Source: an optimization exercise on an open RTL-to-GDS flow (aim: small area). Production flows keep margins and buffers that such runs may drop.
RTL that was checked went through simulation tests only; none was proved equivalent to the original.
No functional check of the RTL was part of run 6.
Power figures rest on the tool's default switching activity, not on a simulated workload. The clock port is modelled as an ideal driver; clocking choices that lean on that would not hold on a real chip.

File: flow/run.sh
#!/bin/bash
# synth_recipe.tcl (not shown) runs the flow's synth.tcl, then flattens the netlist and writes it again
# the make line also repeats each setting of config.mk as NAME=value (left out here)
make -C /OpenROAD-flow-scripts/flow DESIGN_CONFIG=/design/flow/config.mk WORK_HOME=/design/flow/orfs CLKGATE_MAP_FILE= SYNTH_SCRIPT=/design/flow/synth_recipe.tcl finish
File: flow/constraint.sdc
create_clock -name core_clock -period 10.0 [get_ports {clk}]
set_input_delay 2.0000 -clock core_clock [delete_from_list [all_inputs] [get_ports {clk}]]
set_output_delay 2.0000 -clock core_clock [all_outputs]
set_load 0.01 [all_outputs]
File: flow/config.mk
export PLATFORM = sky130hd
export DESIGN_NAME = imem_loadable
export DESIGN_NICKNAME = imem_loadable
export VERILOG_FILES = /design/flow/design.v
export SDC_FILE = /design/flow/constraint.sdc
export NUM_CORES = 4
export LEC_CHECK = 0
export CAP_MARGIN = 20
export CORE_MARGIN = 2
export CORE_UTILIZATION = 65
export CTS_BUF_LIST = sky130_fd_sc_hd__clkbuf_8 sky130_fd_sc_hd__clkbuf_16
export CTS_CLUSTER_DIAMETER = 80
export CTS_CLUSTER_SIZE = 30
export SLEW_MARGIN = 20
export SYNTH_HIERARCHICAL = 1
File: flow/design.v
module imem_bit_next (
  input  logic q,
  input  logic hold,
  input  logic wd,
  input  logic wr,
  output logic d
);
  assign d = (q & hold) | (wd & wr);
endmodule
module imem_aoi222 (
  input  logic a1, a2, b1, b2, c1, c2,
  output logic y
);
  assign y = ~((a1 & a2) | (b1 & b2) | (c1 & c2));
endmodule
module imem_col_read #(
  parameter int ROWS = 64
) (
  input  logic [ROWS-1:0] data,
  input  logic [ROWS-1:0] sel,
  output logic            q
);
  localparam int NG = ROWS / 3;
  localparam int NL = ROWS - 3 * NG;
  logic [NG+NL-1:0] t_n;
  for (genvar g = 0; g < NG; g++) begin : g_aoi
    imem_aoi222 u_aoi (
      .a1(data[3*g]),   .a2(sel[3*g]),
      .b1(data[3*g+1]), .b2(sel[3*g+1]),
      .c1(data[3*g+2]), .c2(sel[3*g+2]),
      .y(t_n[g])
    );
  end
  for (genvar l = 0; l < NL; l++) begin : g_left
    assign t_n[NG+l] = ~(data[3*NG+l] & sel[3*NG+l]);
  end
  assign q = ~&t_n;
endmodule
module imem_row_ctl (
  input  logic pa, pb, pa_n, pb_n,
  output logic hold, wr
);
  assign hold = ~(pa & pb);
  assign wr   = ~(pa_n | pb_n);
endmodule
module imem_row_sel (
  input  logic pa_n, pb_n,
  output logic sel
);
  assign sel = ~(pa_n | pb_n);
endmodule
module imem_loadable #(
  parameter int ADDR_W     = 8,
  parameter int INST_BYTES = 4
) (
  input  logic                      clk,
  input  logic                      rst,
  input  logic [ADDR_W-1:0]         pc,
  input  logic                      fetch_req,
  input  logic                      stall,
  input  logic                      load_en,
  input  logic [ADDR_W-1:0]         load_addr,
  input  logic [7:0]                load_data,
  output logic                      ready,
  output logic [8*INST_BYTES-1:0]   inst,
  output logic                      inst_valid,
  output logic                      misaligned
);
  localparam int DEPTH = 1 << ADDR_W;
  localparam int IW    = 8 * INST_BYTES;
  localparam int BW    = (INST_BYTES > 4) ? 3 : (INST_BYTES > 2) ? 2 : (INST_BYTES > 1) ? 1 : 0;
  localparam int ROWS  = DEPTH / INST_BYTES;
  localparam int RW    = ADDR_W - BW;
  logic [ADDR_W-1:0]  clr_ptr_r;
  logic [8*DEPTH-1:0] mem_q;
  logic [8*DEPTH-1:0] mem_d;
  localparam int LW = ADDR_W / 2;
  localparam int HW = ADDR_W - LW;
  logic [DEPTH-1:0]   wr_s;
  logic [DEPTH-1:0]   hold_s;
  logic [7:0]         wd_s;
  logic [(1<<LW)-1:0] pa, pa_n;
  logic [(1<<HW)-1:0] pb, pb_n;
  assign wd_s = load_data & {8{ready}};
  always_comb begin
    for (int i = 0; i < (1 << LW); i++)
      pa[i] = ~ready | (load_en & (load_addr[LW-1:0] == LW'(i)));
    for (int j = 0; j < (1 << HW); j++)
      pb[j] = ~ready | (load_addr[ADDR_W-1:LW] == HW'(j));
  end
  assign pa_n = ~pa;
  assign pb_n = ~pb;
  for (genvar a = 0; a < DEPTH; a++) begin : g_row
    imem_row_ctl u_ctl (
      .pa(pa[a % (1 << LW)]), .pb(pb[a / (1 << LW)]),
      .pa_n(pa_n[a % (1 << LW)]), .pb_n(pb_n[a / (1 << LW)]),
      .hold(hold_s[a]), .wr(wr_s[a])
    );
  end
  for (genvar a = 0; a < 8 * DEPTH; a++) begin : g_bit
    imem_bit_next u_next (
      .q(mem_q[a]), .hold(hold_s[a/8]), .wd(wd_s[a%8]), .wr(wr_s[a/8]),
      .d(mem_d[a])
    );
  end
  always_ff @(posedge clk) mem_q <= mem_d;
  logic [RW-1:0] row0, row1;
  logic [BW-1:0] off;
  logic [8*INST_BYTES-1:0] bank_s;
  assign row0 = pc[ADDR_W-1:BW];
  assign row1 = row0 + RW'(1);
  assign off  = pc[BW-1:0];
  for (genvar b = 0; b < INST_BYTES; b++) begin : g_bank
    logic [RW-1:0]   r;
    logic [ROWS-1:0] sel;
    assign r = (BW'(b) < off) ? row1 : row0;
    localparam int SL = RW / 2;
    localparam int SH = RW - SL;
    logic [(1<<SL)-1:0] sa_n;
    logic [(1<<SH)-1:0] sb_n;
    always_comb begin
      for (int i = 0; i < (1 << SL); i++)
        sa_n[i] = rst | (r[SL-1:0] != SL'(i));
      for (int j = 0; j < (1 << SH); j++)
        sb_n[j] = (r[RW-1:SL] != SH'(j));
    end
    for (genvar j = 0; j < ROWS; j++) begin : g_sel
      imem_row_sel u_sel (
        .pa_n(sa_n[j % (1 << SL)]), .pb_n(sb_n[j / (1 << SL)]), .sel(sel[j])
      );
    end
    for (genvar i = 0; i < 8; i++) begin : g_col
      logic [ROWS-1:0] data;
      for (genvar j = 0; j < ROWS; j++) begin : g_row
        assign data[j] = mem_q[8*(j*INST_BYTES+b) + i];
      end
      imem_col_read #(.ROWS(ROWS)) u_read (
        .data(data), .sel(sel), .q(bank_s[8*b + i])
      );
    end
  end
  logic [IW-1:0] rd_word_s;
  always_comb begin
    for (int k = 0; k < INST_BYTES; k++)
      rd_word_s[IW-1-8*k -: 8] = bank_s[8*((32'(off) + k) % INST_BYTES) +: 8];
  end
  always_ff @(posedge clk) begin
    if (rst || (ready && !stall && fetch_req)) inst <= rd_word_s;
  end
  always_ff @(posedge clk) begin
    if (rst) begin
      clr_ptr_r  <= {ADDR_W{1'b0}};
      ready      <= 1'b0;
      inst_valid <= 1'b0;
      misaligned <= 1'b0;
    end else if (!ready) begin
      clr_ptr_r <= clr_ptr_r + ADDR_W'(1);
      if (clr_ptr_r == {ADDR_W{1'b1}}) ready <= 1'b1;
    end else if (!stall) begin
      inst_valid <= fetch_req;
      misaligned <= fetch_req & (off != {BW{1'b0}});
    end
  end
endmodule
==> key figures, run 1 <==
Logic synthesis
  – Flops & latches, synth: 2091
  – Synth cell types: 50
  – Post-synth ARST share: 0
  – Sequential fraction of the synthesis area: 0.570
  – Post-synth EDFFs: 32
  – Synth warnings: 7
  – Cells after Synth: between 6000 and 7000
  – Top-count cell post-synth: dfxtp_1
  – Syn nets: 6255
  – Leading area contributor after synthesis: dfxtp_1
  – Synth area leaders: dfxtp_1 (56%), a22o_1 (24%), a222oi_1 (9.1%)
  – Post-synth top area share: 0.557
  – Top cell types by occurrence after synthesis: dfxtp_1 (2059), a22o_1 (2048), a222oi_1 (672)
  – Synthesized cell area: 0.0740 sq mm
  – Syn_area_per_cell: 11.9 sq um
  – Main synth FF type: dfxtp_1

Cells and area
  – Area Overhead vs Synth: 7.36%
  – Nets: between 6000 and 7000
  – Core Util, Final: 0.705
  – Layout cell share with drive strength beyond 1: 0.0409
  – Post-route non-filler standard cell count: 7936
  – # fillers: 8357

CTS
  – Post-CTS sizing: 0
  – Clock latency on the worst-skew pair: 0.74 ns
  – Hold buffers post-CTS: 0
  – Total CTS buffers: 80
  – Setup Buffers After CTS: 0
  – H-tree Lvls: 3
  – Max clock buf depth: 3
  – Clock transition at path regs: around 0.11 ns
  – Root buffer cell: clkbuf_16
  – CTS sink count: 2091
  – CTS tree: done

Run
  – Max-Cap Viols: 0

Timing
  – Slew headroom: 0.139
  – Maximum clock rate: about 0.14 GHz
  – Fin crit share: 0.719
  – Fin. max-slew vios: 0
  – RSZ-0062 raised after global routing: false
  – Setup Skew: roughly 0.029 ns
  – Final hold vios: 0
  – Endpoints failing setup: 0
  – Worst-margin pin slew: about 1.3 ns
  – Final min period: 7.19 ns
  – Total negative slack: 0 ns

Worst setup path
  – Worst r2r src: ready
  – Reg2reg setup slack: ~6.3 ns
  – Crit path depth: 12
  – Cell count of the worst reg-to-reg path: 5
  – R2r endpoint: mem_q[418]
  – Arrival @ worst endpoint: 7.66 ns
  – Worst setup SP type: input port
  – CP required: ~10 ns
  – Setup Crit Path Kind: input port to flop
  – Max stage delay on crit path: slightly below 1 ns
  – Critical path's top delay family: simple AND/OR/NAND/NOR gates
  – Crit path buffers/inverters: 2
  – CP max stage cell: clkdlybuf4s50_1
  – CP cell instances: clkdlybuf4s50_1, inv_1, ha_1, nand4bb_1, o221ai_1, nand2_1, nor2_1, a222oi_1, nand4_1, nor4_1, nand2_1, mux4_2
  – CP most frequent cell: nand2_1
  – Worst Setup End Kind: flop
  – Max FO, Critical Path: 15

Worst hold path
  – HP Class: flop to flop
  – Hold path endpoint: inst_valid
  – WHS Path Cells: 2
  – Hold wc startpoint: inst_valid

GRT
  – GRT Util Overall: 0.437
  – Vias in the first global route: about 58000
  – Initial antenna violation count: 17
  – Global-route wire length before repair: 389000 um
  – Grt total ovfl: 0
  – Pin count of the biggest net entering global routing: 167

Route
  – WL/cell: 33.7 um
  – DRT Pass-1 Iters: 17
  – Vias post-DR: ~64000
  – # DRC: 0
  – First DRT Iteration DRCs: 12558
  – Post-DRT Antenna Nets: 0
  – Vias/cell: approximately 8
  – Total Routed Length: 267000 um

Floorplan
  – Core area: 0.113 sq mm
  – Die Height: ~340 um
  – Die width: 341 um
  – Site row count: 123
  – # IOs: 64
  – Initial Utilization: 0.657
  – Die area: 0.116 sq mm

Status
  – Outcome: timing/DRC/antenna clean

Placed design
  – Placed Cells: 7832
  – Final Wtd Congestion: approximately 1.0
  – Port buffer count: 63
  – HPWL after DPL: 173000 um

Pwr
  – Max VDD drop: 134 uV
  – Static Leakage: 0.0304 uW
  – Power per cell area: 159 mW/mm^2
  – Total power: 12600 uW
## through the flow
stage	area, sq um	hold WS, ns	worst slack, ns
2_1_floorplan	74000	0.453	3.23
3_3_place_gp	77200	0.445	2.28
6_report	79400	0.486	2.81
5_1_grt	79400	0.503	2.97
4_1_cts	79400	0.486	3.19
3_5_place_dp	77200	0.470	2.42
## cell families after synthesis
| logic type | Yosys count | synth area share |
|---|---|---|
| XOR/XNOR | 19 | 0.00235 |
| AO/OA/AOI/OAI | 2818 | 0.342 |
| multiplexers | 33 | 0.00988 |
| flip-flops | 2091 | 0.570 |
| AND/OR/NAND/NOR | 1176 | 0.0696 |
| buffers and inverters | 71 | 0.00440 |
| adder cells (fa/ha/maj) | 9 | 0.00152 |
## worst min-delay path: stages, from the launching register on
cell,delay (ns)
dfxtp_1,0.33
nand2_1,0.05
a21oi_1,0.06
## how the worst max path moves through the flow
stage | startpoint | endpoint | slack, ns
after detailed placement | pc[2] | inst[4] | 2.42
after CTS | pc[2] | inst[4] | 3.19
after global routing | pc[2] | inst[2] | 2.97
after floorplan | load_data[0] | mem_q[0] | 3.23
after global placement | pc[7] | inst[2] | 2.28
final | pc[2] | inst[21] | 2.81
## routing by layer
| layer | part of all wire | global-route usage | up-vias |
|---|---|---|---|
| met3 | 0.15 | 0.129 | 999 |
| met2 | 0.41 | 0.629 | 4920 |
| li1 | - | - | 26804 |
| met5 | 0.00058 | 0 | - |
| met1 | 0.38 | 0.598 | 31152 |
| met4 | 0.063 | 0.221 | 24 |
## flip-flops by register name, summed over array words and instances, names as in the netlist
register and flops:
misaligned 1, ready 1, clr_ptr_r 8, inst_valid 1, mem_q 2048, inst 32
## area by class of cell
type	count	area, sq um	share of cell area
Timing Repair Buffer	148	1330	0.0167
Sequential cell	2091	42200	0.531
Clock inverter	12	93.8	0.00118
Antenna cell	6	15.0	0.000189
Clock buffer	85	2120	0.0266
Multi-Input combinational cell	4055	31600	0.399
Tap cell	1500	1880	0.0236
Inverter	39	146	0.00184
## modules after synthesis, one instance, submodules excluded, a selection
module	cell area (sq um)	copies in the design	cells inside	flops+latches
imem_row_ctl	7.51	256	2	0
imem_aoi222	10.0	672	1	0
imem_bit_next	8.76	2048	1	0
imem_loadable	44800	1	2441	2091
imem_row_sel	3.75	256	1	0
## power breakdown
group | internal [uW] | leakage (uW) | total (uW) | switching, uW
registers | 8350 | 0.0169 | 8360 | 9.56
clock network | 1540 | 0.00111 | 4090 | 2550
logic | 46.9 | 0.0124 | 190 | 143
## cells in the final DEF (no fill, tap or decap), types with 32 or more instances in the layout
master and n:
a211oi_1 32, nor2_1 528, nand4_1 134, dfxtp_1 2058, buf_4 80, clkdlybuf4s50_1 61
a222oi_1 672, mux4_2 32, a22o_1 2048, clkbuf_16 84, edfxtp_1 32, nand3_1 44
nand2_1 360, inv_1 42
==> inputs of run 2 (changes only) <==
--- a/flow/design.v
+++ b/flow/design.v
@@ -48,6 +48,13 @@
   output logic sel
 );
   assign sel = ~(pa_n | pb_n);
+endmodule
+module imem_rot4 (
+  input  logic [3:0] a,
+  input  logic [3:0] s,
+  output logic       y
+);
+  assign y = |(a & s);
 endmodule
 module imem_loadable #(
   parameter int ADDR_W     = 8,
@@ -140,13 +147,30 @@
     end
   end
   logic [IW-1:0] rd_word_s;
-  always_comb begin
-    for (int k = 0; k < INST_BYTES; k++)
-      rd_word_s[IW-1-8*k -: 8] = bank_s[8*((32'(off) + k) % INST_BYTES) +: 8];
+  for (genvar k = 0; k < INST_BYTES; k++) begin : g_rot
+    logic [INST_BYTES-1:0] rs;
+    always_comb begin
+      for (int b = 0; b < INST_BYTES; b++)
+        rs[b] = (BW'(32'(off) + k) == BW'(b));
+    end
+    for (genvar i = 0; i < 8; i++) begin : g_bit
+      logic [INST_BYTES-1:0] a;
+      for (genvar b = 0; b < INST_BYTES; b++) begin : g_b
+        assign a[b] = bank_s[8*b + i];
+      end
+      imem_rot4 u_rot (.a(a), .s(rs), .y(rd_word_s[IW-1-8*k-7+i]));
+    end
   end
-  always_ff @(posedge clk) begin
-    if (rst || (ready && !stall && fetch_req)) inst <= rd_word_s;
+  logic          inst_upd;
+  logic [IW-1:0] inst_d;
+  assign inst_upd = rst | (ready & ~stall & fetch_req);
+  for (genvar i = 0; i < IW; i++) begin : g_inst
+    imem_bit_next u_next (
+      .q(inst[i]), .hold(~inst_upd), .wd(rd_word_s[i]), .wr(inst_upd),
+      .d(inst_d[i])
+    );
   end
+  always_ff @(posedge clk) inst <= inst_d;
   always_ff @(posedge clk) begin
     if (rst) begin
       clr_ptr_r  <= {ADDR_W{1'b0}};
==> key figures, run 2 <==
Worst hold path
  – Hold path endpoint: mem_q[408]
  – Hold wc startpoint: mem_q[408]
  – HP Class: flop to flop
  – WHS Path Cells: 1

Route
  – Vias/cell: between 8 and 9
  – # DRC: 0
  – Post-DRT Antenna Nets: 0
  – DRT Pass-1 Iters: 22
  – First DRT Iteration DRCs: about 14000
  – Vias post-DR: 64766
  – Total Routed Length: 267000 um
  – WL/cell: about 33 um

Worst setup path
  – Max FO, Critical Path: 37
  – Setup Crit Path Kind: input port to flop
  – Cell count of the worst reg-to-reg path: 6
  – Reg2reg setup slack: 6.38 ns
  – Arrival @ worst endpoint: 7.64 ns
  – Worst setup SP type: input port
  – Worst Setup End Kind: flop
  – Worst r2r src: ready
  – CP required: 10.61 ns
  – R2r endpoint: mem_q[868]

Timing
  – Slew headroom: 0.127
  – Setup ws final: around 3.0 ns
  – Final min period: 7.03 ns
  – Worst-margin pin slew: 1.31 ns
  – Total negative slack: 0 ns
  – RSZ-0062 raised after global routing: false
  – Fin crit share: 0.703
  – Final hold vios: 0
  – Maximum clock rate: 0.142 GHz
  – Setup Skew: 0.0313 ns
  – Fin. max-slew vios: 0
  – Endpoints failing setup: 0

Pwr
  – Max VDD drop: roughly 170 uV
  – Power per cell area: 160 mW/mm^2
  – Static Leakage: 0.0305 uW

Logic synthesis
  – Synth warnings: 7
  – Sequential fraction of the synthesis area: 0.568
  – Syn_area_per_cell: 11.7 sq um
  – Top cell types by occurrence after synthesis: dfxtp_1 (2091), a22o_1 (2080), a222oi_1 (672)
  – Post-synth EDFFs: 0
  – Synthesized cell area: 0.0737 sq mm
  – Cells after Synth: 6316
  – Leading area contributor after synthesis: dfxtp_1
  – Synth cell types: 54
  – Syn nets: roughly 6400
  – Post-synth top area share: 0.568
  – Main synth FF type: dfxtp_1
  – Flops & latches, synth: 2091
  – Post-synth ARST share: 0
  – Top-count cell post-synth: dfxtp_1
  – Synth area leaders: dfxtp_1 (57%), a22o_1 (25%), a222oi_1 (9.1%)

Cells and area
  – Core Util, Final: 0.705
  – # fillers: roughly 8300
  – Max reg flops: between 2000 and 2500
  – Most frequent cells in the layout: dfxtp_1 (2090), a22o_1 (2080), a222oi_1 (672)
  – Commonest non-fill, non-tap cell in the layout: dfxtp_1
  – Layout cell share with drive strength beyond 1: 0.0360
  – Area of the multi-input gates: ~0.032 sq mm
  – Area Overhead vs Synth: 7.54%
  – Most flops, register: mem_q
  – Nets: ~6600
  – Sequential cell area: around 0.042 sq mm
  – Biggest regs: mem_q x2048, inst x32, clr_ptr_r x8

Floorplan
  – # IOs: 64
  – Core area: 0.112 sq mm
  – Die width: 341 um
  – Site row count: 123
  – Die area: 0.116 sq mm
  – Die Height: 341 um
  – Initial Utilization: 0.655

CTS
  – Hold buffers post-CTS: 0
  – Setup Buffers After CTS: 0
  – Clock latency on the worst-skew pair: 0.74 ns
  – Clock transition at path regs: 0.10 ns
  – CTS tree: done
  – Post-CTS sizing: 0
  – Max clock buf depth: 3
  – Total CTS buffers: 81
  – Root buffer cell: clkbuf_16
  – H-tree Lvls: 3
  – CTS sink count: 2091

GRT
  – Vias in the first global route: 58749
  – Pin count of the biggest net entering global routing: between 150 and 200
  – Initial antenna violation count: 10
  – GRT Util Overall: 0.435
  – Global-route wire length before repair: 388000 um
  – Grt total ovfl: 0

Placed design
  – Port buffer count: 63
  – Final Wtd Congestion: roughly 1.0
  – HPWL after DPL: approximately 170000 um
  – DP Worst Slack: 2.83 ns

Run
  – Max-Cap Viols: 0

Status
  – Outcome: timing/DRC/antenna clean
run 2: cell count changes after synthesis, moves of 11 or more:
cell,change
edfxtp_1,-32
nand2_1,+64
a22oi_1,+64
dfxtp_1,+32
a22o_1,+32
mux4_2,-32
buf_2,-11
run 2: how the worst max path moves through the flow:
stage	cells past startpoint	slack, ns	endpoint	start
global placement	15	2.90	inst[16]	pc[2]
detailed placement	14	2.83	inst[0]	pc[1]
global route	14	2.86	inst[8]	pc[1]
finish	14	2.97	inst[0]	pc[1]
floorplan	2	3.23	mem_q[0]	load_data[0]
CTS	14	3.59	inst[0]	pc[1]
run 2: worst max-delay path, cell delays in order:
cell and delay [ns]:
clkdlybuf4s50_1 1.07, nand2_4 0.17, inv_2 0.53, nand2_1 0.27, xnor2_1 0.24, nand2_1 0.62
nor2_1 0.31, a222oi_1 0.44, nand2_1 0.17, a211oi_1 0.79, nand2_1 0.45, a22oi_1 0.28
nand2_1 0.08, a22o_1 0.19
run 2: per-layer routing:
metal	up-vias	part of all wire	track usage
met5	-	0.00087	0
met4	16	0.061	0.211
met3	1057	0.16	0.140
met2	5440	0.40	0.607
met1	31090	0.38	0.609
li1	27163	-	-
run 2: metrics by stage:
step | hold WS (ns) | instances | total power, uW | area, sq um
detailed placement | 0.470 | 7937 | 8670 | 77000
global placement | 0.465 | 7937 | 8670 | 77000
finish | 0.495 | 8040 | 12700 | 79300
floorplan | 0.455 | 6316 | 8600 | 73700
global route | 0.505 | 8035 | 13000 | 79300
CTS | 0.497 | 8035 | 12700 | 79300
run 2: area by class of cell:
class	instances	area share
sequential	2091	0.528
timing repair buffer	140	0.0162
tap	1500	0.0237
inverter	41	0.00194
antenna	5	0.000158
multi-input combinational	4165	0.401
clock inverter	11	0.00188
clock buffer	87	0.0272
run 2: kinds of logic (layout without fill, tap and decap cells):
group	after synthesis	after routing	share of synthesized area
and+or+nand+nor	1214	1214	0.0702
other	0	5	0
muxes	4	4	0.000543
buffers and inverters	60	279	0.00361
xor gates and xnor gates	23	23	0.00273
adders and majority gates	6	6	0.00102
AOI/OAI and AO/OA	2918	2918	0.354
DFF	2091	2091	0.568
run 2: per-module statistics from Yosys, one instance, submodules excluded, excerpt:
module / area (sq um) / cells inside / flip-flops and latches
imem_bit_next: 8.76 / 1 / 0
imem_rot4: 18.8 / 3 / 0
imem_row_sel: 3.75 / 1 / 0
imem_aoi222: 10.0 / 1 / 0
imem_loadable: 43700 / 2412 / 2091
imem_row_ctl: 7.51 / 2 / 0
run 2: where the power goes:
part	total, uW	internal, uW	switching, uW
logic	169	33.1	135
registers	8330	8320	1.14
clock network	4190	1620	2570
total	12700	9980	2700
==> inputs of run 3 (changes only) <==
==> flow/flow/run.sh (new file) <==
#!/bin/bash
# The standard layout, with two changes: ports are buffered with the
# smallest buffer, and clock tree synthesis inserts no dummy loads.
set -euo pipefail
bash standard.sh \
  "BUFFER_PORTS_ARGS=-buffer_cell sky130_fd_sc_hd__buf_1" \
  "CTS_ARGS=-sink_clustering_enable -repair_clock_nets -sink_clustering_size 30 -sink_clustering_max_diameter 80 -buf_list {sky130_fd_sc_hd__clkbuf_8 sky130_fd_sc_hd__clkbuf_16} -dont_use_dummy_load" \
  finish > orfs_make.log 2>&1
==> flow/standard.sh (new file) <==
#!/bin/bash
# synth_recipe.tcl (not shown) runs the flow's synth.tcl, then flattens the netlist and writes it again
# the make line also repeats each setting of config.mk as NAME=value (left out here)
make -C /OpenROAD-flow-scripts/flow DESIGN_CONFIG=/design/flow/config.mk WORK_HOME=/design/flow/orfs CLKGATE_MAP_FILE= SYNTH_SCRIPT=/design/flow/synth_recipe.tcl "${@:-finish}"
removed: flow/run.sh
==> key figures, run 3 <==
CTS
  – Total CTS buffers: 82
  – Hold buffers post-CTS: 0
  – Root buffer cell: clkbuf_16
  – CTS tree: done
  – Max clock buf depth: 3
  – Setup Buffers After CTS: 0
  – Clock transition at path regs: 0.11 ns
  – H-tree Lvls: 3
  – Clock latency on the worst-skew pair: roughly 0.71 ns
  – Post-CTS sizing: 0
  – CTS sink count: 2091

Worst setup path
  – Reg2reg setup slack: 6.37 ns
  – CP most frequent cell: nand2_1
  – Max stage delay on crit path: 0.82 ns
  – Setup Crit Path Kind: input port to flop
  – CP required: 10.61 ns
  – Crit path depth: 14
  – R2r endpoint: mem_q[259]
  – Max FO, Critical Path: 37
  – Critical path's top delay family: simple AND/OR/NAND/NOR gates
  – Crit path buffers/inverters: 2
  – CP cell instances: buf_1, nand2_4, inv_2, nand2_1, xnor2_1, nand2_1, nor2_1, a222oi_1, nand2_1, a211oi_1, nand2_1, a22oi_1, nand2_1, a22o_1
  – Crit path to: inst[0]
  – Worst setup SP type: input port
  – Worst Setup SP: pc[1]
  – Arrival @ worst endpoint: 7.30 ns
  – Cell count of the worst reg-to-reg path: 5
  – Worst r2r src: ready
  – Worst Setup End Kind: flop
  – CP max stage cell: buf_1

Logic synthesis
  – Synthesized cell area: 0.0737 sq mm
  – Synth Area in Simple Gates: 0.0702
  – Largest family of logic cells by synthesized area: compound AO/OA/AOI/OAI gates
  – Leading area contributor after synthesis: dfxtp_1
  – Post-Synth XOR/XNOR Area: 0.00273
  – Main synth FF type: dfxtp_1
  – Top cell types by occurrence after synthesis: dfxtp_1 (2091), a22o_1 (2080), a222oi_1 (672)
  – Sequential fraction of the synthesis area: 0.568
  – Synth area leaders: dfxtp_1 (57%), a22o_1 (25%), a222oi_1 (9.1%)
  – Post-synth ARST share: 0
  – Post-synth top area share: 0.568
  – Top-count cell post-synth: dfxtp_1
  – Adder-cell area share of the yosys netlist: 0.00102
  – Flops & latches, synth: roughly 2100
  – Syn_area_per_cell: between 10 and 15 sq um
  – Syn nets: roughly 6400
  – Post-synth EDFFs: 0
  – Cells after Synth: 6316
  – Synth warnings: 7
  – Post-synthesis mux area share: 0.000543
  – Post-synthesis compound-gate area fraction: 0.354
  – Synth cell types: 54

Route
  – WL/cell: between 30 and 40 um
  – Total Routed Length: about 260000 um
  – # DRC: 0
  – DRT Pass-1 Iters: 17
  – Vias post-DR: 64411
  – Post-DRT Antenna Nets: 0
  – First DRT Iteration DRCs: 12801
  – Vias/cell: 8.02

Cells and area
  – Most flops, register: mem_q
  – Sequential cell area: 0.0419 sq mm
  – Biggest regs: mem_q x2048, inst x32, clr_ptr_r x8
  – Core Util, Final: 0.699
  – Layout cell share with drive strength beyond 1: 0.0334
  – Area of the multi-input gates: roughly 0.032 sq mm
  – Finished layout cell area: 0.0786 sq mm
  – Area Overhead vs Synth: 6.67%
  – Nets: 6555
  – Most frequent cells in the layout: dfxtp_1 (2090), a22o_1 (2080), a222oi_1 (672)
  – Max reg flops: about 2000
  – Commonest non-fill, non-tap cell in the layout: dfxtp_1
  – # fillers: about 8400

Timing
  – Setup Skew: about 0.052 ns
  – Fin. max-slew vios: 0
  – Total negative slack: 0 ns
  – Endpoints failing setup: 0
  – Final min period: ~6.7 ns
  – Hold WS: 0.493 ns
  – Maximum clock rate: 0.149 GHz
  – Setup ws final: 3.30 ns
  – Fin crit share: 0.670
  – Worst-margin pin slew: 1.31 ns
  – Final hold vios: 0
  – RSZ-0062 raised after global routing: false
  – Slew headroom: 0.124

Status
  – Outcome: timing/DRC/antenna clean

GRT
  – Global-route wire length before repair: about 390000 um
  – Grt total ovfl: 0
  – Initial antenna violation count: 19
  – Vias in the first global route: 57914
  – Pin count of the biggest net entering global routing: 151
  – GR met3 Demand/Resource: 0.143
  – Met2 Use GR: 0.581
  – Most Crowded Layer GR: met1
  – Met1 Use GR: 0.622
  – GRT Util Overall: 0.431

Floorplan
  – # IOs: 64
  – Die Height: 341 um
  – Site row count: 123
  – Core area: between 0.1 and 0.15 sq mm
  – Die area: approximately 0.12 sq mm
  – Die width: 341 um
  – Initial Utilization: 0.655

Placed design
  – Port buffer count: 63
  – Final Wtd Congestion: 1.01
  – DP Worst Slack: just under 3 ns
  – Cell Area, Placed: 0.0765 sq mm
  – HPWL after DPL: ~170000 um

Pwr
  – Power per cell area: around 160 mW/mm^2
  – Max VDD drop: roughly 150 uV
  – Static Leakage: 0.0302 uW

Run
  – Max-Cap Viols: 0

Worst hold path
  – HP Class: flop to flop
[run 3: cell counts after synthesis]
Identical to the previous run, type by type.
[run 3: how the worst min path moves through the flow]
stage,from,endpoint,slack (ns),depth (start not counted)
5_1_grt,mem_q[344],mem_q[344],0.50,1
3_5_place_dp,mem_q[1176],mem_q[1176],0.47,1
6_report,mem_q[1370],mem_q[1370],0.49,1
3_3_place_gp,misaligned,misaligned,0.46,2
4_1_cts,mem_q[382],mem_q[382],0.49,1
2_1_floorplan,mem_q[0],mem_q[0],0.46,1
[run 3: per-module statistics from Yosys, one instance, submodules excluded, a selection]
module         copies in the design  cell area, sq um  cells inside
imem_row_sel                    256              3.75             1
imem_rot4                        32              18.8             3
imem_aoi222                     672              10.0             1
imem_row_ctl                    256              7.51             2
imem_loadable                     1             43700          2412
imem_bit_next                  2080              8.76             1
[run 3: layout make-up]
| class | count | share of cell area |
|---|---|---|
| clock buffers | 82 | 0.0261 |
| multi-input cells | 4165 | 0.404 |
| inverters | 41 | 0.00196 |
| repair buffers | 139 | 0.0112 |
| flip-flops and latches | 2091 | 0.532 |
| diodes | 9 | 0.000286 |
| well taps | 1500 | 0.0239 |
[run 3: layer usage]
metal / vias up / part of all wire
met4: 24 / 0.053
li1: 27142 / -
met5: - / 0.00055
met2: 5208 / 0.39
met1: 31214 / 0.40
met3: 823 / 0.16
[run 3: report_power, final]
group / switching (uW) / leakage [uW] / internal, uW
combinational: 135 / 0.0124 / 26.3
sequential: 1.05 / 0.0168 / 8320
clock: 2490 / 0.00101 / 1480
total: 2630 / 0.0302 / 9840
[run 3: worst register-to-register path, cell delays in order, from the launching register on]
cell and delay (ns):
dfxtp_2 0.33, buf_4 0.59, and2_4 0.63, buf_4 0.77, buf_4 0.84, a22o_1 0.41
[run 3: cells by family (layout without fill, tap and decap cells)]
group,count (synthesis),in the layout
AO/OA/AOI/OAI,2918,2918
XOR/XNOR,23,23
adder cells (fa/ha/maj),6,6
buffers and inverters,60,262
flip-flops,2091,2091
multiplexers,4,4
other,0,9
AND/OR/NAND/NOR,1214,1214
[run 3: through the flow]
stage,instances,total power [uW]
3_3_place_gp,7935,8660
5_1_grt,8018,12700
3_5_place_dp,7935,8670
2_1_floorplan,6316,8600
6_report,8027,12500
4_1_cts,8017,12400
==> inputs of run 4 (changes only) <==
--- a/flow/design.v
+++ b/flow/design.v
@@ -36,12 +36,18 @@
   end
   assign q = ~&t_n;
 endmodule
+module imem_inv (
+  input  logic a,
+  output logic y
+);
+  assign y = ~a;
+endmodule
 module imem_row_ctl (
-  input  logic pa, pb, pa_n, pb_n,
+  input  logic pa, pb,
   output logic hold, wr
 );
   assign hold = ~(pa & pb);
-  assign wr   = ~(pa_n | pb_n);
+  imem_inv u_inv (.a(hold), .y(wr));
 endmodule
 module imem_row_sel (
   input  logic pa_n, pb_n,
@@ -86,8 +92,8 @@
   logic [DEPTH-1:0]   wr_s;
   logic [DEPTH-1:0]   hold_s;
   logic [7:0]         wd_s;
-  logic [(1<<LW)-1:0] pa, pa_n;
-  logic [(1<<HW)-1:0] pb, pb_n;
+  logic [(1<<LW)-1:0] pa;
+  logic [(1<<HW)-1:0] pb;
   assign wd_s = load_data & {8{ready}};
   always_comb begin
     for (int i = 0; i < (1 << LW); i++)
@@ -95,12 +101,9 @@
     for (int j = 0; j < (1 << HW); j++)
       pb[j] = ~ready | (load_addr[ADDR_W-1:LW] == HW'(j));
   end
-  assign pa_n = ~pa;
-  assign pb_n = ~pb;
   for (genvar a = 0; a < DEPTH; a++) begin : g_row
     imem_row_ctl u_ctl (
       .pa(pa[a % (1 << LW)]), .pb(pb[a / (1 << LW)]),
-      .pa_n(pa_n[a % (1 << LW)]), .pb_n(pb_n[a / (1 << LW)]),
       .hold(hold_s[a]), .wr(wr_s[a])
     );
   end
==> key figures, run 4 <==
CTS
  – Hold buffers post-CTS: 0
  – Root buffer cell: clkbuf_16
  – Total CTS buffers: 81
  – CTS tree: done
  – CTS sink count: 2091
  – Setup Buffers After CTS: 0
  – Max clock buf depth: 3
  – H-tree Lvls: 3
  – Clock latency on the worst-skew pair: 0.73 ns
  – Post-CTS sizing: 0
  – Clock transition at path regs: 0.12 ns

Cells and area
  – Max reg flops: 2048
  – Biggest regs: mem_q x2048, inst x32, clr_ptr_r x8
  – Area Overhead vs Synth: 6.47%
  – # fillers: roughly 8400
  – Nets: 6506
  – Post-route non-filler standard cell count: roughly 8000
  – Most frequent cells in the layout: dfxtp_1 (2090), a22o_1 (2080), a222oi_1 (672)
  – Most flops, register: mem_q
  – Commonest non-fill, non-tap cell in the layout: dfxtp_1
  – Layout cell share with drive strength beyond 1: 0.0315

Logic synthesis
  – Leading area contributor after synthesis: dfxtp_1
  – Synth area leaders: dfxtp_1 (57%), a22o_1 (25%), a222oi_1 (9.1%)
  – Post-synth EDFFs: 0
  – Adder-cell area share of the yosys netlist: 0.00102
  – Main synth FF type: dfxtp_1
  – Post-synth top area share: 0.569
  – Syn_area_per_cell: 11.7 sq um
  – Synth cell types: 54
  – Syn nets: 6319
  – Post-synthesis mux area share: 0.000544
  – Top-count cell post-synth: dfxtp_1
  – Largest family of logic cells by synthesized area: compound AO/OA/AOI/OAI gates
  – Synthesized cell area: about 0.074 sq mm
  – Sequential fraction of the synthesis area: 0.569
  – Post-synth ARST share: 0
  – Post-synthesis compound-gate area fraction: 0.355
  – Post-Synth XOR/XNOR Area: 0.00284
  – Flops & latches, synth: around 2100
  – Synth Area in Simple Gates: 0.0573
  – Top cell types by occurrence after synthesis: dfxtp_1 (2091), a22o_1 (2080), a222oi_1 (672)
  – Cells after Synth: 6284
  – Synth warnings: 7

Timing
  – Endpoints failing setup: 0
  – RSZ-0062 raised after global routing: false
  – Maximum clock rate: 0.155 GHz
  – Slew headroom: 0.210
  – Total negative slack: 0 ns
  – Hold WS: 0.491 ns
  – Final hold vios: 0
  – Final min period: 6.43 ns
  – Setup Skew: between 0.04 and 0.05 ns
  – Fin. max-slew vios: 0
  – Worst-margin pin slew: 1.18 ns
  – Fin crit share: 0.643

Route
  – Post-DRT Antenna Nets: 0
  – First DRT Iteration DRCs: 11205
  – Total Routed Length: 242000 um
  – WL/cell: 30.4 um
  – # DRC: 0
  – DRT Pass-1 Iters: 17
  – Vias post-DR: 61470
  – Vias/cell: between 7 and 8

Worst setup path
  – Worst Setup End Kind: flop
  – Setup Crit Path Kind: input port to flop
  – Critical path's top delay family: simple AND/OR/NAND/NOR gates
  – CP cell instances: buf_1, or2_1, inv_1, nand2_1, o21ai_0, nand2_1, nor2_1, a222oi_1, nand4_1, a211oi_1, nand2_1, a22oi_1, nand2_1, a22o_1
  – CP max stage cell: a211oi_1
  – CP most frequent cell: nand2_1
  – Max stage delay on crit path: 0.69 ns
  – Worst setup SP type: input port
  – CP required: 10.61 ns
  – Crit path buffers/inverters: 2
  – Max FO, Critical Path: 34
  – Arrival @ worst endpoint: 7.04 ns

Pwr
  – Max VDD drop: 159 uV
  – Total power: 12400 uW
  – Power per cell area: 159 mW/mm^2
  – Static Leakage: 0.0297 uW

GRT
  – Vias in the first global route: around 56000
  – Grt total ovfl: 0
  – GRT Util Overall: 0.398
  – Initial antenna violation count: 15
  – Global-route wire length before repair: 360000 um
  – Pin count of the biggest net entering global routing: 162

Placed design
  – HPWL after DPL: ~160000 um
  – Placed Cells: 7888
  – Port buffer count: 63
  – Final Wtd Congestion: 0.997

Floorplan
  – Core area: 0.112 sq mm
  – Die Height: between 300 and 400 um
  – Site row count: between 100 and 150
  – Initial Utilization: 0.655
  – # IOs: 64
  – Die area: 0.116 sq mm
  – Die width: around 340 um

Status
  – Outcome: timing/DRC/antenna clean

Run
  – Max-Cap Viols: 0

Worst hold path
  – HP Class: flop to flop
-- run 4: cell types whose count changed after synthesis, sizes merged --
cell,delta
and3,+2
xnor2,+1
and3b,-1
nand4,-1
inv,+224
nor2,-256
nand3,+1
nand2,-1
xor2,-1
-- run 4: final timing paths --
check / from / endpoint / slack [ns] / cells after the start
max: pc[0] / inst[23] / 3.57 / 14
min: misaligned / misaligned / 0.49 / 2
max reg2reg: ready / mem_q[409] / 6.30 / 5
min reg2reg: misaligned / misaligned / 0.49 / 2
-- run 4: cell families after synthesis --
kind of cell	Yosys count
AO/OA/AOI/OAI	2918
flip-flops	2091
AND/OR/NAND/NOR	958
buffers and inverters	284
XOR/XNOR	23
adder cells (fa/ha/maj)	6
multiplexers	4
-- run 4: stage by stage --
step,area (sq um),setup WS (ns),utilization
2_1_floorplan,73600,3.23,-
3_3_place_gp,76300,3.33,0.679
3_5_place_dp,76300,3.28,0.679
4_1_cts,78400,4.05,0.697
5_1_grt,78400,3.51,0.698
6_report,78400,3.57,0.698
-- run 4: where the power goes --
group	internal [uW]	switching (uW)	leakage, uW	total [uW]
Combinational	26.8	136	0.0119	162
Sequential	8320	1.17	0.0168	8330
Clock	1470	2480	0.000998	3950
Total	9820	2620	0.0297	12400
-- run 4: worst reg2reg max path, stage by stage, from the launching register on --
cell     delay [ns]
dfxtp_2        0.32
buf_4          0.66
and2_4         0.82
buf_4          0.90
buf_4          0.72
a22o_1         0.26
-- run 4: Yosys stat by module (local to each module, per instance), excerpt --
module         times used  cell area [sq um]
imem_loadable           1              43600
imem_row_ctl          256               3.75
imem_rot4              32               18.8
imem_inv              256               3.75
imem_aoi222           672               10.0
imem_bit_next        2080               8.76
imem_row_sel          256               3.75
-- run 4: cell type report --
class | instances | area [sq um] | share of cell area
Sequential cell | 2091 | 41900 | 0.534
Multi-Input combinational cell | 3909 | 30800 | 0.394
Clock buffer | 81 | 2030 | 0.0259
Tap cell | 1500 | 1880 | 0.0239
Inverter | 265 | 995 | 0.0127
Timing Repair Buffer | 123 | 762 | 0.00972
Antenna cell | 7 | 17.5 | 0.000223
-- run 4: layer usage --
metal  part of all wire  track usage  vias to the layer above  wire length, um
met5            0.00076            0                        -              183
met4              0.053        0.184                       22            12900
met3               0.13       0.0933                      696            30900
met2               0.42        0.575                     4052           101000
met1               0.40        0.565                    29938            97700
li1                   -            -                    26762                -
==> inputs of run 5 (changes only) <==
--- a/flow/config.mk
+++ b/flow/config.mk
@@ -7,7 +7,7 @@
 export LEC_CHECK = 0
 export CAP_MARGIN = 20
 export CORE_MARGIN = 2
-export CORE_UTILIZATION = 65
+export CORE_UTILIZATION = 72
 export CTS_BUF_LIST = sky130_fd_sc_hd__clkbuf_8 sky130_fd_sc_hd__clkbuf_16
 export CTS_CLUSTER_DIAMETER = 80
 export CTS_CLUSTER_SIZE = 30
==> key figures, run 5 <==
Timing
  – Final hold vios: 0
  – Fin. max-slew vios: 0
  – Final min period: 6.39 ns
  – Total negative slack: 0 ns
  – Fin crit share: 0.639
  – Worst-margin pin slew: about 1.2 ns
  – Hold WS: 0.492 ns
  – Setup Skew: 0.0367 ns
  – Maximum clock rate: 0.156 GHz
  – Slew headroom: 0.229
  – RSZ-0062 raised after global routing: false
  – Endpoints failing setup: 0

Cells and area
  – Sequential cell area: 0.0419 sq mm
  – # fillers: 6890
  – Post-route non-filler standard cell count: 7841
  – Commonest non-fill, non-tap cell in the layout: dfxtp_1
  – Area of the multi-input gates: 0.0308 sq mm
  – Area Overhead vs Synth: 6.15%
  – Most frequent cells in the layout: dfxtp_1 (2090), a22o_1 (2080), a222oi_1 (672)
  – Nets: 6507
  – Layout cell share with drive strength beyond 1: 0.0318
  – Max reg flops: 2048
  – Biggest regs: mem_q x2048, inst x32, clr_ptr_r x8
  – Most flops, register: mem_q

Pwr
  – Total power: 12400 uW
  – Max VDD drop: about 170 uV
  – Power per cell area: about 160 mW/mm^2
  – Static Leakage: 0.0297 uW

CTS
  – CTS tree: done
  – Root buffer cell: clkbuf_16
  – H-tree Lvls: 3
  – Total CTS buffers: 79
  – CTS sink count: 2091
  – Max clock buf depth: 3
  – Clock transition at path regs: 0.11 ns
  – Setup Buffers After CTS: 0
  – Hold buffers post-CTS: 0
  – Post-CTS sizing: 0
  – Clock latency on the worst-skew pair: 0.71 ns

Logic synthesis
  – Leading area contributor after synthesis: dfxtp_1
  – Cells after Synth: 6284
  – Synthesized cell area: roughly 0.074 sq mm
  – Post-synth EDFFs: 0
  – Syn_area_per_cell: 11.7 sq um
  – Post-synth ARST share: 0
  – Top-count cell post-synth: dfxtp_1
  – Syn nets: 6319
  – Synth area leaders: dfxtp_1 (57%), a22o_1 (25%), a222oi_1 (9.1%)
  – Flops & latches, synth: 2091
  – Synth cell types: 54
  – Post-synth top area share: 0.569
  – Top cell types by occurrence after synthesis: dfxtp_1 (2091), a22o_1 (2080), a222oi_1 (672)
  – Main synth FF type: dfxtp_1
  – Synth warnings: 7
  – Sequential fraction of the synthesis area: 0.569

Route
  – Vias post-DR: roughly 63000
  – DRT Pass-1 Iters: 17
  – Post-DRT Antenna Nets: 0
  – WL/cell: between 30 and 40 um
  – Vias/cell: 8.01
  – Total Routed Length: 240000 um
  – First DRT Iteration DRCs: 12214
  – # DRC: 0

Floorplan
  – Die Height: 324 um
  – Initial Utilization: 0.725
  – Core area: 0.102 sq mm
  – Die area: 0.105 sq mm
  – Site row count: 117
  – Die width: around 320 um
  – # IOs: 64

Worst setup path
  – CP required: 10.62 ns
  – Setup Crit Path Kind: input port to flop
  – Arrival @ worst endpoint: 7.01 ns
  – Max FO, Critical Path: 34
  – Worst Setup End Kind: flop
  – Worst setup SP type: input port

Run
  – Max-Cap Viols: 0

GRT
  – Vias in the first global route: 55448
  – Global-route wire length before repair: 353000 um
  – Initial antenna violation count: 14
  – GRT Util Overall: 0.435
  – Pin count of the biggest net entering global routing: about 160
  – Grt total ovfl: 0

Placed design
  – Placed Cells: 7759
  – Final Wtd Congestion: about 1.0
  – Port buffer count: 63
  – HPWL after DPL: approximately 160000 um

Status
  – Outcome: timing/DRC/antenna clean

Worst hold path
  – HP Class: flop to flop
[run 5: cell counts after synthesis]
Identical to the previous run, type by type.
[run 5: final cells by class]
| cell class | count | share of cell area |
|---|---|---|
| tap | 1368 | 0.0219 |
| clock buffer | 79 | 0.0253 |
| antenna | 3 | 0.0000961 |
| multi-input combinational | 3909 | 0.394 |
| inverter | 265 | 0.0127 |
| timing repair buffer | 126 | 0.00997 |
| sequential | 2091 | 0.536 |
[run 5: routing by layer]
layer  GRT usage  vias up  share of wire
li1            -    26748              -
met5           0        -        0.00053
met2       0.611     4917           0.40
met4       0.175       20          0.051
met3       0.129      783           0.16
met1       0.627    30369           0.39
[run 5: worst max-delay path, cell delays in order]
cell,delay (ns)
buf_1,0.49
or2_1,0.39
inv_1,0.54
nand3_1,0.28
o21ai_2,0.10
nand2_1,0.58
nor2_1,0.29
a222oi_1,0.49
nand4_1,0.31
nor4_1,0.58
nand2_1,0.35
a22oi_1,0.31
nand2_1,0.08
a22o_1,0.19
[run 5: path summary, 6_finish.rpt]
kind | start | endpoint | slack [ns] | cells after the start
setup / recovery | pc[0] | inst[0] | 3.61 | 14
hold / removal | misaligned | misaligned | 0.49 | 2
setup reg to reg | ready | mem_q[1501] | 6.27 | 5
hold reg to reg | misaligned | misaligned | 0.49 | 2
[run 5: per-stage QoR]
step           setup slack, ns  instance area [sq um]   util
6_report                  3.61                  78200  0.769
5_1_grt                   3.50                  78100  0.769
4_1_cts                   3.96                  78100  0.769
3_5_place_dp              3.25                  76200  0.750
3_3_place_gp              3.43                  76100  0.749
2_1_floorplan             3.23                  73600      -
[run 5: modules after synthesis (local to each module, per instance), a selection]
module         cells  cell area [sq um]
imem_aoi222        1               10.0
imem_bit_next      1               8.76
imem_inv           1               3.75
imem_loadable   2380              43600
imem_rot4          3               18.8
imem_row_ctl       1               3.75
imem_row_sel       1               3.75
[run 5: logic make-up (layout without fill, tap and decap cells)]
logic type,after synthesis,after routing,synth area share
AOI/OAI and AO/OA,2918,2918,0.355
xor gates and xnor gates,23,23,0.00284
adders and majority gates,6,6,0.00102
buffers and inverters,284,470,0.0152
DFF,2091,2091,0.569
muxes,4,4,0.000544
other,0,3,0
and+or+nand+nor,958,958,0.0573
[run 5: power breakdown]
part / internal [uW] / switching [uW] / total, uW
logic: 26.9 / 134 / 161
registers: 8320 / 1.09 / 8330
clock network: 1430 / 2460 / 3890
==> inputs of run 6 (changes only) <==
==> flow/design.v (replaced) <==
module imem_byte_next (
  input  logic [7:0] q,
  input  logic [7:0] wd,
  input  logic       hold,
  input  logic       wr,
  output logic [7:0] d
);
  assign d = (q & {8{hold}}) | (wd & {8{wr}});
endmodule
module imem_bank_read #(
  parameter int ROWS = 64
) (
  input  logic [8*ROWS-1:0] data,
  input  logic [ROWS-1:0]   sel,
  output logic [7:0]        q
);
  always_comb begin
    q = 8'h00;
    for (int j = 0; j < ROWS; j++)
      q = q | (data[8*j +: 8] & {8{sel[j]}});
  end
endmodule
module imem_loadable #(
  parameter int ADDR_W     = 8,
  parameter int INST_BYTES = 4
) (
  input  logic                      clk,
  input  logic                      rst,
  input  logic [ADDR_W-1:0]         pc,
  input  logic                      fetch_req,
  input  logic                      stall,
  input  logic                      load_en,
  input  logic [ADDR_W-1:0]         load_addr,
  input  logic [7:0]                load_data,
  output logic                      ready,
  output logic [8*INST_BYTES-1:0]   inst,
  output logic                      inst_valid,
  output logic                      misaligned
);
  localparam int DEPTH = 1 << ADDR_W;
  localparam int IW    = 8 * INST_BYTES;
  localparam int BW    = $clog2(INST_BYTES);
  localparam int ROWS  = DEPTH / INST_BYTES;
  localparam int RW    = ADDR_W - BW;
  logic [ADDR_W-1:0]  clr_ptr_r;
  logic [8*DEPTH-1:0] mem_q;
  logic [8*DEPTH-1:0] mem_d;
  logic [DEPTH-1:0] wr_s;
  logic [DEPTH-1:0] hold_s;
  always_comb begin
    for (int a = 0; a < DEPTH; a++) begin
      wr_s[a]   = ready & load_en & (load_addr == ADDR_W'(a));
      hold_s[a] = ready & ~(load_en & (load_addr == ADDR_W'(a)));
    end
  end
  for (genvar a = 0; a < DEPTH; a++) begin : g_byte
    imem_byte_next u_next (
      .q(mem_q[8*a +: 8]), .wd(load_data), .hold(hold_s[a]), .wr(wr_s[a]),
      .d(mem_d[8*a +: 8])
    );
  end
  always_ff @(posedge clk) mem_q <= mem_d;
  logic [RW-1:0] row0, row1;
  logic [BW-1:0] off;
  logic [8*INST_BYTES-1:0] bank_s;
  assign row0 = pc[ADDR_W-1:BW];
  assign row1 = row0 + RW'(1);
  assign off  = pc[BW-1:0];
  for (genvar b = 0; b < INST_BYTES; b++) begin : g_bank
    logic [RW-1:0]     r;
    logic [ROWS-1:0]   sel;
    logic [8*ROWS-1:0] data;
    assign r = (BW'(b) < off) ? row1 : row0;
    always_comb begin
      for (int j = 0; j < ROWS; j++) begin
        sel[j]        = (r == RW'(j));
        data[8*j +: 8] = mem_q[8*(j*INST_BYTES+b) +: 8];
      end
    end
    imem_bank_read #(.ROWS(ROWS)) u_read (
      .data(data), .sel(sel), .q(bank_s[8*b +: 8])
    );
  end
  logic [IW-1:0] rd_word_s;
  always_comb begin
    for (int k = 0; k < INST_BYTES; k++)
      rd_word_s[IW-1-8*k -: 8] = bank_s[8*((32'(off) + k) % INST_BYTES) +: 8];
  end
  always_ff @(posedge clk) begin
    if (rst) begin
      clr_ptr_r  <= {ADDR_W{1'b0}};
      ready      <= 1'b0;
      inst       <= {IW{1'b0}};
      inst_valid <= 1'b0;
      misaligned <= 1'b0;
    end else if (!ready) begin
      clr_ptr_r <= clr_ptr_r + ADDR_W'(1);
      if (clr_ptr_r == {ADDR_W{1'b1}}) ready <= 1'b1;
    end else if (!stall) begin
      if (fetch_req) begin
        inst       <= rd_word_s;
        inst_valid <= 1'b1;
        misaligned <= (off != {BW{1'b0}});
      end else begin
        inst_valid <= 1'b0;
        misaligned <= 1'b0;
      end
    end
  end
endmodule
==> flow/run.sh (new file) <==
#!/bin/bash
# synth_recipe.tcl (not shown) runs the flow's synth.tcl, then flattens the netlist and writes it again
# the make line also repeats each setting of config.mk as NAME=value (left out here)
make -C /OpenROAD-flow-scripts/flow DESIGN_CONFIG=/design/flow/config.mk WORK_HOME=/design/flow/orfs CLKGATE_MAP_FILE= SYNTH_SCRIPT=/design/flow/synth_recipe.tcl finish
==> flow/config.mk (replaced) <==
export PLATFORM = sky130hd
export DESIGN_NAME = imem_loadable
export DESIGN_NICKNAME = imem_loadable
export VERILOG_FILES = /design/flow/design.v
export SDC_FILE = /design/flow/constraint.sdc
export NUM_CORES = 4
export LEC_CHECK = 0
export CAP_MARGIN = 20
export CORE_MARGIN = 2
export CORE_UTILIZATION = 40
export SLEW_MARGIN = 20
export SYNTH_HIERARCHICAL = 1
removed: flow/flow/run.sh
removed: flow/standard.sh
==> key figures, run 6 <==
Worst setup path
  – Arrival @ worst endpoint: 8.23 ns
  – CP cell instances: clkdlybuf4s50_1, buf_4, ha_1, inv_1, nor4_4, xor2_4, nor3_1, a22o_1, a221oi_1, nand4_1, or4_1, mux4_2, nand2_1, a21oi_1
  – Worst Setup End Kind: flop
  – Cell count of the worst reg-to-reg path: 6
  – Reg2reg setup slack: 6.22 ns
  – Worst r2r src: ready
  – Max stage delay on crit path: 0.88 ns
  – Worst setup SP type: input port
  – CP max stage cell: xor2_4
  – Max FO, Critical Path: 29
  – CP required: roughly 11 ns
  – R2r endpoint: mem_q[951]
  – Setup Crit Path Kind: input port to flop

Logic synthesis
  – Synth area leaders: dfxtp_1 (49%), a22o_1 (26%), buf_6 (7.5%)
  – Post-synthesis mux area share: 0.00926
  – Leading area contributor after synthesis: dfxtp_1
  – Top-count cell post-synth: a22o_1
  – Synth warnings: 8
  – Post-synth EDFFs: 0
  – Post-synthesis compound-gate area fraction: 0.346
  – Largest family of logic cells by synthesized area: compound AO/OA/AOI/OAI gates
  – Top cell types by occurrence after synthesis: a22o_1 (2560), dfxtp_1 (2091), buf_6 (564)
  – Synth Area in Simple Gates: 0.0526
  – Post-synth top area share: 0.494
  – Syn_area_per_cell: ~11 sq um
  – Sequential fraction of the synthesis area: 0.494
  – Flops & latches, synth: between 2000 and 2500
  – Synthesized cell area: 0.0847 sq mm
  – Cells after Synth: ~7400
  – Syn nets: 7479
  – Post-synth ARST share: 0
  – Main synth FF type: dfxtp_1
  – Synth cell types: 53
  – Post-Synth XOR/XNOR Area: 0.00196
  – Adder-cell area share of the yosys netlist: 0.00103

Cells and area
  – Biggest regs: mem_q x2048, inst x32, clr_ptr_r x8
  – Area Overhead vs Synth: 5.79%
  – Most frequent cells in the layout: a22o_1 (2560), dfxtp_1 (2090), a221oi_1 (508)
  – Most flops, register: mem_q
  – Commonest non-fill, non-tap cell in the layout: a22o_1
  – Nets: 6908
  – Layout cell share with drive strength beyond 1: 0.0849
  – Max reg flops: ~2000
  – # fillers: around 20000

Floorplan
  – Die Height: 464 um
  – Site row count: 168
  – Core area: between 0.2 and 0.25 sq mm
  – Die width: 464 um
  – Die area: 0.215 sq mm
  – Initial Utilization: 0.403
  – # IOs: 64

Route
  – WL/cell: between 30 and 40 um
  – First DRT Iteration DRCs: between 8000 and 9000
  – Total Routed Length: 315000 um
  – Vias/cell: 6.78
  – # DRC: 0
  – Post-DRT Antenna Nets: 0
  – Vias post-DR: 66896
  – DRT Pass-1 Iters: 8

Worst hold path
  – HP Class: flop to flop
  – Hold wc startpoint: inst_valid
  – Hold path endpoint: inst_valid
  – WHS Path Cells: 2

Timing
  – RSZ-0062 raised after global routing: false
  – Total negative slack: 0 ns
  – Maximum clock rate: 0.133 GHz
  – Setup Skew: 0.0328 ns
  – Setup ws final: 2.46 ns
  – Slew headroom: 0.167
  – Fin crit share: 0.754
  – Endpoints failing setup: 0
  – Final hold vios: 0
  – Worst-margin pin slew: between 1 and 1.5 ns
  – Fin. max-slew vios: 0
  – Final min period: 7.54 ns

Pwr
  – Net switching power: between 4000 and 5000 uW
  – Internal power: 13400 uW
  – Sw frac: 0.231
  – Comb power frac: 0.031
  – Max VDD drop: about 190 uV
  – Clock power frac: 0.490
  – Power per cell area: 194 mW/mm^2
  – Static Leakage: 0.0321 uW
  – Reg power frac: 0.479

GRT
  – GRT Util Overall: 0.278
  – Initial antenna violation count: 24
  – Global-route wire length before repair: roughly 450000 um
  – Pin count of the biggest net entering global routing: 136
  – Grt total ovfl: 0
  – Vias in the first global route: roughly 63000

Status
  – Outcome: timing/DRC/antenna clean

Placed design
  – Final Wtd Congestion: 0.995
  – DP Worst Slack: around 1.9 ns
  – HPWL after DPL: 202000 um
  – Port buffer count: between 60 and 70

CTS
  – Root buffer cell: clkbuf_16
  – Total CTS buffers: 214
  – Clock transition at path regs: 0.06 ns
  – H-tree Lvls: 4
  – CTS sink count: between 2000 and 2500
  – Post-CTS sizing: 0
  – CTS tree: done
  – Clock latency on the worst-skew pair: 0.87 ns
  – Hold buffers post-CTS: 0
  – Setup Buffers After CTS: 0
  – Max clock buf depth: 3

Run
  – Max-Cap Viols: 0
==> run 6: final cells by class <==
type | instances | area [sq um] | area share
Timing Repair Buffer | 171 | 1540 | 0.0172
Tap cell | 2805 | 3510 | 0.0392
Clock inverter | 106 | 1440 | 0.0161
Antenna cell | 11 | 27.5 | 0.000307
Multi-Input combinational cell | 4385 | 35100 | 0.392
Clock buffer | 291 | 6040 | 0.0675
Inverter | 9 | 33.8 | 0.000377
Sequential cell | 2091 | 41900 | 0.467
==> run 6: layer usage <==
layer / share of wire / GRT usage / up-vias
li1: - / - / 28369
met4: 0.065 / 0.161 / 12
met3: 0.10 / 0.0646 / 917
met1: 0.41 / 0.368 / 33575
met2: 0.43 / 0.414 / 4023
met5: 0.00025 / 0 / -
==> run 6: how the worst max path moves through the flow <==
stage	start	end	slack, ns	cells past startpoint
after detailed placement	pc[1]	inst[24]	1.88	15
after global placement	pc[1]	inst[21]	1.91	15
after CTS	pc[1]	inst[24]	2.79	15
after floorplan	pc[0]	inst[2]	4.39	17
final	pc[1]	inst[17]	2.46	14
after global routing	pc[1]	inst[23]	2.46	14
==> run 6: power groups by stage <==
stage               Clock (uW)  Sequential [uW]  Combinational, uW
floorplan                    0             8520                161
global placement             0             8520                516
detailed placement           0             8520                520
CTS                       8570             8330                520
global route              8910             8320                541
finish                    8510             8330                543
==> run 6: logic make-up after synthesis <==
family                   Yosys count
AND/OR/NAND/NOR                  931
buffers and inverters            967
flip-flops                      2091
multiplexers                      38
AO/OA/AOI/OAI                   3390
XOR/XNOR                          19
adder cells (fa/ha/maj)            7
==> run 6: metrics by stage <==
step                utilization  hold slack (ns)  instances  total power (uW)  area, sq um
floorplan                     -            0.456       7443              8680        84700
global placement          0.391            0.447       9459              9030        82000
detailed placement        0.391            0.453       9460              9040        82000
CTS                       0.426            0.461       9857             17400        89500
global route              0.427            0.493       9865             17800        89600
finish                    0.427            0.458       9869             17400        89600
==> run 6: worst max-delay path: cells and delay by family <==
family / cells / cell delay [ns]
buffers and inverters: 3 / 1.29
multiplexers: 1 / 0.51
XOR/XNOR: 1 / 0.88
AO/OA/AOI/OAI: 3 / 1.02
adder cells (fa/ha/maj): 1 / 0.46
AND/OR/NAND/NOR: 5 / 2.01
==> run 6: modules after synthesis (local to each module, per instance), excerpt <==
module,times used,flip-flops and latches
imem_loadable,1,2091
imem_byte_next,256,0

[separate check: timing with driven ports]
How much do the figures lean on ideal ports? The routed layouts below were timed once more, with nothing changed but the port constraints. Step 1 (the two cells are an assumption about what drives the block):
set clk [get_ports {clk}]
set_driving_cell -lib_cell sky130_fd_sc_hd__clkbuf_16 $clk
set_driving_cell -lib_cell sky130_fd_sc_hd__buf_2 [delete_from_list [all_inputs] $clk]
Step 2 times the ports against the registers' clock, not the clock port: input delays grow and output delays shrink by t, the midpoint of the rising clock arrivals with the driver on. Slacks: ideal / step 1 / step 2; pairs: ideal / step 1.
run | shift t [ns] | setup slack, ns | hold WS [ns] | worst setup path after step 2 | worst register clock-pin slew, ns
run 1 | 0.800 | 2.806 / 2.810 / 2.010 | 0.486 / 0.486 / 0.486 | input to register | 0.12 / 0.12
run 2 | 0.804 | 2.969 / 2.861 / 2.057 | 0.495 / 0.495 / 0.495 | input to register | 0.12 / 0.12
run 3 | 0.776 | 3.300 / 3.210 / 2.433 | 0.493 / 0.493 / 0.493 | input to register | 0.12 / 0.12
run 4 | 0.785 | 3.568 / 3.505 / 2.720 | 0.491 / 0.491 / 0.491 | input to register | 0.12 / 0.12
run 5 | 0.788 | 3.608 / 3.530 / 2.742 | 0.492 / 0.492 / 0.492 | input to register | 0.12 / 0.12
run 6 | 0.946 | 2.460 / 2.491 / 1.545 | 0.458 / 0.458 / 0.458 | input to register | 0.07 / 0.07
After both steps every run listed still meets setup and hold. For run 6, which loses most, drivers alone change the setup slack by +0.031 ns; drivers and shift together by -0.915 ns.
